Context: an optimization exercise on an open-source flow, tuned for a short achievable clock period and few clock cycles per item. The choices shown serve that exercise and are no tape-out recipe. In this exercise RTL edits were held to simulation tests only and were not proved equivalent to the original. No driver is modelled on the clock port, so clocking that relies on it looks cheaper here than on a real chip. Power is estimated from default activity; no workload was simulated.

==> build 49 <==
==> flow/design.v (excerpt) <==
module keyed_queue_move_to_front #(
  parameter int DEPTH    = 16,
  parameter int KEY_BITS = 16
) (
  input  wire logic                          clk,
  input  wire logic                          rst,
  input  wire logic                          in_valid,
  output logic                               in_stall,
  input  wire logic [1:0]                    mode,
  input  wire logic [KEY_BITS-1:0]           key,
  output logic                               out_valid,
  input  wire logic                          out_stall,
  output logic [KEY_BITS-1:0]                out_key,
  output logic [1:0]                         status,
  output logic [$clog2(DEPTH+1)-1:0]         occupancy
);
==> flow/config.mk <==
export PLATFORM = sky130hd
export DESIGN_NAME = keyed_queue_move_to_front
export DESIGN_NICKNAME = keyed_queue_move_to_front
export VERILOG_FILES = /design/flow/design.v
export SDC_FILE = /design/flow/constraint.sdc
export NUM_CORES = 4
export LEC_CHECK = 0
export ABC_CLOCK_PERIOD_IN_PS = 1500
export CAP_MARGIN = 20
export CORE_MARGIN = 2
export CORE_UTILIZATION = 40
export CTS_CLUSTER_DIAMETER = 100
export CTS_CLUSTER_SIZE = 30
export SETUP_SLACK_MARGIN = 1.5
export SLEW_MARGIN = 20
==> flow/constraint.sdc <==
create_clock -name core_clock -period 3.0 [get_ports {clk}]
set_input_delay 0.6000 -clock core_clock [delete_from_list [all_inputs] [get_ports {clk}]]
set_output_delay 0.6000 -clock core_clock [all_outputs]
set_load 0.01 [all_outputs]
standard.sh (not shown) runs the stock make flow with config.mk's settings and CLKGATE_MAP_FILE= SYNTH_SCRIPT=/design/flow/synth_recipe.tcl, a recipe that flattens the netlist after the stock synthesis.
==> flow/flow/run.sh <==
#!/bin/bash
set -euo pipefail
here=$(pwd)
bash standard.sh PRE_CTS_TCL="$here/flow/pre_cts.tcl" finish > "$here/standard_flow.log" 2>&1
Other scripts of this flow, unchanged in this note and not shown: flow/flow/pre_cts.tcl
==> trial 76 (differences from build 49) <==
--- a/flow/design.v
+++ b/flow/design.v
@@ -30,17 +30,16 @@
   input  wire logic                  next_valid,
   output logic [KEY_BITS-1:0]        key_q,
   output logic                       valid_q
 );
   logic                hold;
-  logic [KEY_BITS-1:0] other;
   logic [KEY_BITS-1:0] key_d;
-  assign hold  = ~(deq | load);
-  assign other = ({KEY_BITS{deq}}  & next_key)
-               | ({KEY_BITS{load}} & in_key)
-               | ({KEY_BITS{hold}} & key_q);
-  assign key_d = ({KEY_BITS{shift_in}} & prev_key) | ({KEY_BITS{~shift_in}} & other);
+  assign hold  = ~(shift_in | deq | load);
+  assign key_d = ({KEY_BITS{shift_in}} & prev_key)
+               | ({KEY_BITS{deq}}      & next_key)
+               | ({KEY_BITS{load}}     & in_key)
+               | ({KEY_BITS{hold}}     & key_q);
   always_ff @(posedge clk) begin
     if (rst) valid_q <= 1'b0;
     else     valid_q <= (deq & next_valid) | (~deq & (valid_q | load));
   end
   always_ff @(posedge clk) begin
@@ -64,11 +63,11 @@
   output logic [KEY_BITS-1:0]                out_key,
   output logic [1:0]                         status,
   output logic [$clog2(DEPTH+1)-1:0]         occupancy
 );
   localparam int CW = $clog2(DEPTH+1);
-  localparam int OQ = 7;                  
+  localparam int OQ = 6;                  
   localparam int RW = KEY_BITS + 2 + CW;  
   logic [KEY_BITS-1:0] cell_key [DEPTH];
   logic [DEPTH-1:0]    cell_valid;
   logic                x_v;        
   logic [KEY_BITS-1:0] x_key;
@@ -79,11 +78,11 @@
   logic [DEPTH-1:0]    x_dq;       
   logic                x_enq;      
   logic [DEPTH-1:0]    x_ld;       
   logic [1:0]          x_st;       
   logic                x_pro;      
-  logic [DEPTH:0]      x_occ;      
+  logic [CW-1:0]       x_occ;      
   assign x_s = x_u & {DEPTH{x_pf}};
   logic                c_v;
   logic [1:0]          c_mode;
   logic [KEY_BITS-1:0] c_key;
   logic                c_isdeq;    
@@ -95,130 +94,105 @@
   logic [1:0]          a_mode;
   logic [KEY_BITS-1:0] a_key;
   logic                a_e0;       
   logic                a_e1;       
   logic                a_e2;       
-  logic                a_e3;       
   logic                b_v;
   logic [1:0]          b_mode;
   logic [KEY_BITS-1:0] b_key;
-  logic [DEPTH-1:0]    b_lo, b_hi;  
-  logic                b_e0, b_e1, b_e2, b_e3;
-  logic [DEPTH-1:0]    pa_s, pa_dq, pa_ld;   
-  logic                d_v;
-  logic [1:0]          d_mode;
-  logic [KEY_BITS-1:0] d_key;
-  logic [DEPTH-1:0]    d_m;        
-  logic                d_e1, d_e2, d_e3;
-  logic [DEPTH-1:0]    pb_s, pb_dq, pb_ld;   
+  logic [DEPTH-1:0]    b_r;        
+  logic                b_e0, b_e1, b_e2;
+  logic [DEPTH-1:0]    p_s, p_dq, p_ld;   
   logic take;
   assign take = in_valid & ~in_stall;
   always_ff @(posedge clk) begin
     if (rst) a_v <= 1'b0;
     else     a_v <= take;
   end
   always_ff @(posedge clk) begin
     a_mode <= mode;
     a_key  <= key;
     a_e0   <= (key == c_key);
-    a_e1   <= (key == d_key);
-    a_e2   <= (key == b_key);
-    a_e3   <= (key == a_key);
+    a_e1   <= (key == b_key);
+    a_e2   <= (key == a_key);
   end
-  localparam int LB = KEY_BITS / 2;
-  logic [DEPTH-1:0] r_lo, r_hi;
+  logic [DEPTH-1:0] r_raw;
   always_comb begin
     for (int i = 0; i < DEPTH; i++) begin
-      r_lo[i] = cell_valid[i] & (cell_key[i][LB-1:0] == a_key[LB-1:0]);
-      r_hi[i] = (cell_key[i][KEY_BITS-1:LB] == a_key[KEY_BITS-1:LB]);
+      r_raw[i] = cell_valid[i] & (cell_key[i] == a_key);
     end
   end
   always_ff @(posedge clk) begin
     if (rst) b_v <= 1'b0;
     else     b_v <= a_v;
   end
   always_ff @(posedge clk) begin
     b_mode <= a_mode;
     b_key  <= a_key;
-    b_lo   <= r_lo;
-    b_hi   <= r_hi;
+    b_r    <= r_raw;
     b_e0   <= a_e0;
     b_e1   <= a_e1;
     b_e2   <= a_e2;
-    b_e3   <= a_e3;
-    pa_s   <= x_s;
-    pa_dq  <= x_dq;
-    pa_ld  <= x_ld;
-  end
-  logic [DEPTH-1:0] r_b;       
-  logic [DEPTH-1:0] m_b;       
-  always_comb begin
-    r_b = b_lo & b_hi;
-    for (int i = 0; i < DEPTH; i++) begin
-      if (pa_s[i])       m_b[i] = (i == 0) ? b_e0 : r_b[(i == 0) ? 0 : i-1];
-      else if (pa_dq[i]) m_b[i] = (i == DEPTH-1) ? 1'b0 : r_b[(i == DEPTH-1) ? i : i+1];
-      else               m_b[i] = r_b[i] | (pa_ld[i] & b_e0);
-    end
-  end
-  always_ff @(posedge clk) begin
-    if (rst) d_v <= 1'b0;
-    else     d_v <= b_v;
-  end
-  always_ff @(posedge clk) begin
-    d_mode <= b_mode;
-    d_key  <= b_key;
-    d_m    <= m_b;
-    d_e1   <= b_e1;
-    d_e2   <= b_e2;
-    d_e3   <= b_e3;
-    pb_s   <= x_s;
-    pb_dq  <= x_dq;
-    pb_ld  <= x_ld;
+    p_s    <= x_s;
+    p_dq   <= x_dq;
+    p_ld   <= x_ld;
   end
   logic [DEPTH-1:0] m1;        
-  logic [DEPTH-1:0] m_d;       
+  logic [DEPTH-1:0] m_b;       
   always_comb begin
     for (int i = 0; i < DEPTH; i++) begin
-      if (pb_s[i])       m1[i] = (i == 0) ? d_e1 : d_m[(i == 0) ? 0 : i-1];
-      else if (pb_dq[i]) m1[i] = (i == DEPTH-1) ? 1'b0 : d_m[(i == DEPTH-1) ? i : i+1];
-      else               m1[i] = d_m[i] | (pb_ld[i] & d_e1);
+      if (p_s[i])       m1[i] = (i == 0) ? b_e0 : b_r[(i == 0) ? 0 : i-1];
+      else if (p_dq[i]) m1[i] = (i == DEPTH-1) ? 1'b0 : b_r[(i == DEPTH-1) ? i : i+1];
+      else              m1[i] = b_r[i] | (p_ld[i] & b_e0);
     end
     for (int i = 0; i < DEPTH; i++) begin
-      if (x_s[i])        m_d[i] = (i == 0) ? d_e2 : m1[(i == 0) ? 0 : i-1];
-      else if (x_dq[i])  m_d[i] = (i == DEPTH-1) ? 1'b0 : m1[(i == DEPTH-1) ? i : i+1];
-      else               m_d[i] = m1[i] | (x_ld[i] & d_e2);
+      if (x_s[i])       m_b[i] = (i == 0) ? b_e1 : m1[(i == 0) ? 0 : i-1];
+      else if (x_dq[i]) m_b[i] = (i == DEPTH-1) ? 1'b0 : m1[(i == DEPTH-1) ? i : i+1];
+      else              m_b[i] = m1[i] | (x_ld[i] & b_e1);
     end
   end
   always_ff @(posedge clk) begin
     if (rst) begin
       c_v     <= 1'b0;
       c_isdeq <= 1'b0;
       c_isenq <= 1'b0;
       c_ispro <= 1'b0;
     end else begin
-      c_v     <= d_v;
-      c_isdeq <= d_v && (d_mode == kqm_pkg::MODE_DEQ);
-      c_isenq <= d_v && (d_mode == kqm_pkg::MODE_ENQ);
-      c_ispro <= d_v && (d_mode == kqm_pkg::MODE_PRO);
+      c_v     <= b_v;
+      c_isdeq <= b_v && (b_mode == kqm_pkg::MODE_DEQ);
+      c_isenq <= b_v && (b_mode == kqm_pkg::MODE_ENQ);
+      c_ispro <= b_v && (b_mode == kqm_pkg::MODE_PRO);
     end
   end
   always_ff @(posedge clk) begin
-    c_mode <= d_mode;
-    c_key  <= d_key;
-    c_mn   <= ~m_d;
-    c_e    <= d_e3;
+    c_mode <= b_mode;
+    c_key  <= b_key;
+    c_mn   <= ~m_b;
+    c_e    <= b_e2;
   end
   logic [DEPTH:0]   um;        
   logic [DEPTH-1:0] um1;       
   logic [DEPTH-1:0] u;         
   logic             found;
   logic [DEPTH-1:0] vn;        
   logic             c_deq, c_enq, c_pf;
   logic [DEPTH-1:0] c_u;
   logic [DEPTH-1:0] c_dq, c_ld;
   logic [1:0]       c_st;
-  logic [DEPTH:0]   c_occ;
+  logic [CW-1:0]    c_occ;
+  logic [CW-1:0]    occ_inc, occ_dec;
+  always_comb begin
+    logic all1, all0;
+    all1 = 1'b1;
+    all0 = 1'b1;
+    for (int k = 0; k < CW; k++) begin
+      occ_inc[k] = x_occ[k] ^ all1;
+      occ_dec[k] = x_occ[k] ^ all0;
+      all1 = all1 & x_occ[k];
+      all0 = all0 & ~x_occ[k];
+    end
+  end
   always_comb begin
     um[0] = 1'b1;
     for (int i = 0; i < DEPTH; i++) um[i+1] = um[i] & c_mn[i];
     um1[0] = 1'b1;
     for (int i = 1; i < DEPTH; i++) um1[i] = um1[i-1] & c_mn[i];
@@ -246,12 +220,12 @@
     case (c_mode)
       kqm_pkg::MODE_ENQ: c_st = vn[DEPTH-1] ? kqm_pkg::ST_FULL : kqm_pkg::ST_OK;
       kqm_pkg::MODE_DEQ: c_st = vn[0] ? kqm_pkg::ST_OK : kqm_pkg::ST_EMPTY;
       default:           c_st = kqm_pkg::ST_OK;
     endcase
-    if (c_enq)      c_occ = {x_occ[DEPTH-1:0], 1'b0};
-    else if (c_deq) c_occ = {1'b0, x_occ[DEPTH:1]};
+    if (c_enq)      c_occ = occ_inc;
+    else if (c_deq) c_occ = occ_dec;
     else            c_occ = x_occ;
   end
   always_ff @(posedge clk) begin
     if (rst) begin
       x_v   <= 1'b0;
@@ -259,11 +233,11 @@
       x_pf  <= 1'b0;
       x_deq <= 1'b0;
       x_dq  <= '0;
       x_enq <= 1'b0;
       x_ld  <= '0;
-      x_occ <= {{DEPTH{1'b0}}, 1'b1};
+      x_occ <= '0;
     end else begin
       x_v   <= c_v;
       x_u   <= c_u;
       x_pf  <= c_pf;
       x_deq <= c_deq;
@@ -309,19 +283,12 @@
       .key_q      (cell_key[i]),
       .valid_q    (cell_valid[i])
     );
   end
   logic [RW-1:0] res;
-  logic [CW-1:0] occ_bin;
-  always_comb begin
-    occ_bin = '0;
-    for (int j = 0; j <= DEPTH; j++) begin
-      occ_bin = occ_bin | ({CW{x_occ[j]}} & CW'(j));
-    end
-  end
   assign res = {({KEY_BITS{x_deq}} & cell_key[0]),
-                (x_pro ? (x_pf ? kqm_pkg::ST_OK : kqm_pkg::ST_MISS) : x_st), occ_bin};
+                (x_pro ? (x_pf ? kqm_pkg::ST_OK : kqm_pkg::ST_MISS) : x_st), x_occ};
   logic [OQ-1:0] o_v;
   logic [RW-1:0] o_d [OQ];
   logic [OQ-1:0] owed;      
   logic          pop;
   assign pop = o_v[0] & ~out_stall;
@@ -351,24 +318,25 @@
     assign sel_res  = ~sel_next & ~sel_hold;
     always_ff @(posedge clk) begin
       o_d[i] <= ({RW{sel_next}} & nd) | ({RW{sel_hold}} & o_d[i]) | ({RW{sel_res}} & res);
     end
   end
-  logic inc, dec;
-  assign in_stall = owed[OQ-1];
-  assign inc      = take & ~pop;
-  assign dec      = pop & ~take;
   always_ff @(posedge clk) begin
     if (rst) begin
-      owed <= '0;
+      owed     <= '0;
+      in_stall <= 1'b0;
     end else begin
       for (int j = 0; j < OQ; j++) begin
         logic up_v, dn_v;
         up_v = (j == 0) ? 1'b1 : owed[(j == 0) ? 0 : j-1];
         dn_v = (j == OQ-1) ? 1'b0 : owed[(j == OQ-1) ? j : j+1];
-        owed[j] <= (inc & up_v) | (dec & dn_v) | (~inc & ~dec & owed[j]);
+        if (take & ~pop)      owed[j] <= up_v;
+        else if (pop & ~take) owed[j] <= dn_v;
       end
+      if (take & ~pop)      in_stall <= owed[OQ-2];
+      else if (pop & ~take) in_stall <= 1'b0;
+      else                  in_stall <= owed[OQ-1];
     end
   end
   assign out_valid = o_v[0];
   assign {out_key, status, occupancy} = o_d[0];
 endmodule
==> notes <==
- Of trial 76 and build 49, trial 76 has the higher critical path depth (gap 2).
- Against build 49, the flip-flop and latch count of trial 76 is lower by 93.
- Build 49 produced a clean layout. Trial 76 passed the timing, DRC and antenna checks.
- First-iteration DRC count: build 49 is smaller than trial 76 (39%).
- Against trial 76, the sequential power of build 49 is larger by about 10%.
- Maximum frequency: trial 76 is smaller than build 49 (1.1%).
- In build 49 the area after synthesis is higher than in trial 76, by about 15%.
- Between trial 76 and build 49, the lower register-to-register slack is in trial 76 (gap 0.03 ns).
- Setup slack: trial 76 is lower than build 49 (0.018 ns).
==> figures <==
metric	trial 76	build 49
Crit end category	flop	primary output
Topmost layer with routed signal wires	met4	met5
Number of sequential storage elements	644	737
Part of the Yosys area used for sequential elements	50.0%	49.5%
Data required time at the worst endpoint	3.24 ns	2.40 ns
Minimum setup slack after placement	0.442 ns	0.505 ns
Worst clock skew on the final layout	0.0906 ns	0.0413 ns
Adder-cell area share of the yosys netlist	0.0477%	0.0827%
Setup slack of the critical path after layout	1.40 ns	1.42 ns
Post-layout minimum cycle time	1.60 ns	1.58 ns
Wire length of the first global-routing pass	127000 µm	136000 µm
Met2 usage	38.4%	35.0%
Register area	13300 µm²	15100 µm²
Result of the run	complete, no violations	complete, no violations
Synthesized net count	2844	3394
Fraction of the mapped netlist area in simple logic gates	16.0%	14.1%
Post-DR vias/cell	6.03	5.69
Y dimension of the die	260 µm	279 µm
Testbench counts of build 49, summed over its fixed seeds: cycles 24,048, items 24,000.
Testbench counts of trial 76, summed over its fixed seeds: cycles 24,040, items 24,000.

==> what the ideal ports hide <==
The results above use ideal ports. As a check the final layouts listed here were re-extracted and re-timed, cells and wires unchanged. Step 1: set_driving_cell puts a clkbuf_16 on clk and a buf_2 on each other input, an assumption about the parent block. Step 2, shift: input delay + t, output delay - t, t = (earliest + latest rising clock arrival at the registers) / 2. This alone moves slack from input paths to output paths. a / b / c = no drivers / after step 1 / after step 2; a / b = the first two.
run | shift t [ns] | setup WS [ns] | worst setup path after step 2 | worst register clock-pin slew, ns | pins driven straight from the clock port
build 49 | 0.516 | 1.423 / 1.288 / 1.132 | input to register | 0.12 / 0.12 | 4
trial 76 | 0.502 | 1.405 / 1.379 / 1.170 | input to register | 0.12 / 0.12 | 4
After both steps every run listed still meets setup and hold. For build 49, which loses most, drivers alone change the setup slack by -0.135 ns; drivers and shift together by -0.291 ns.
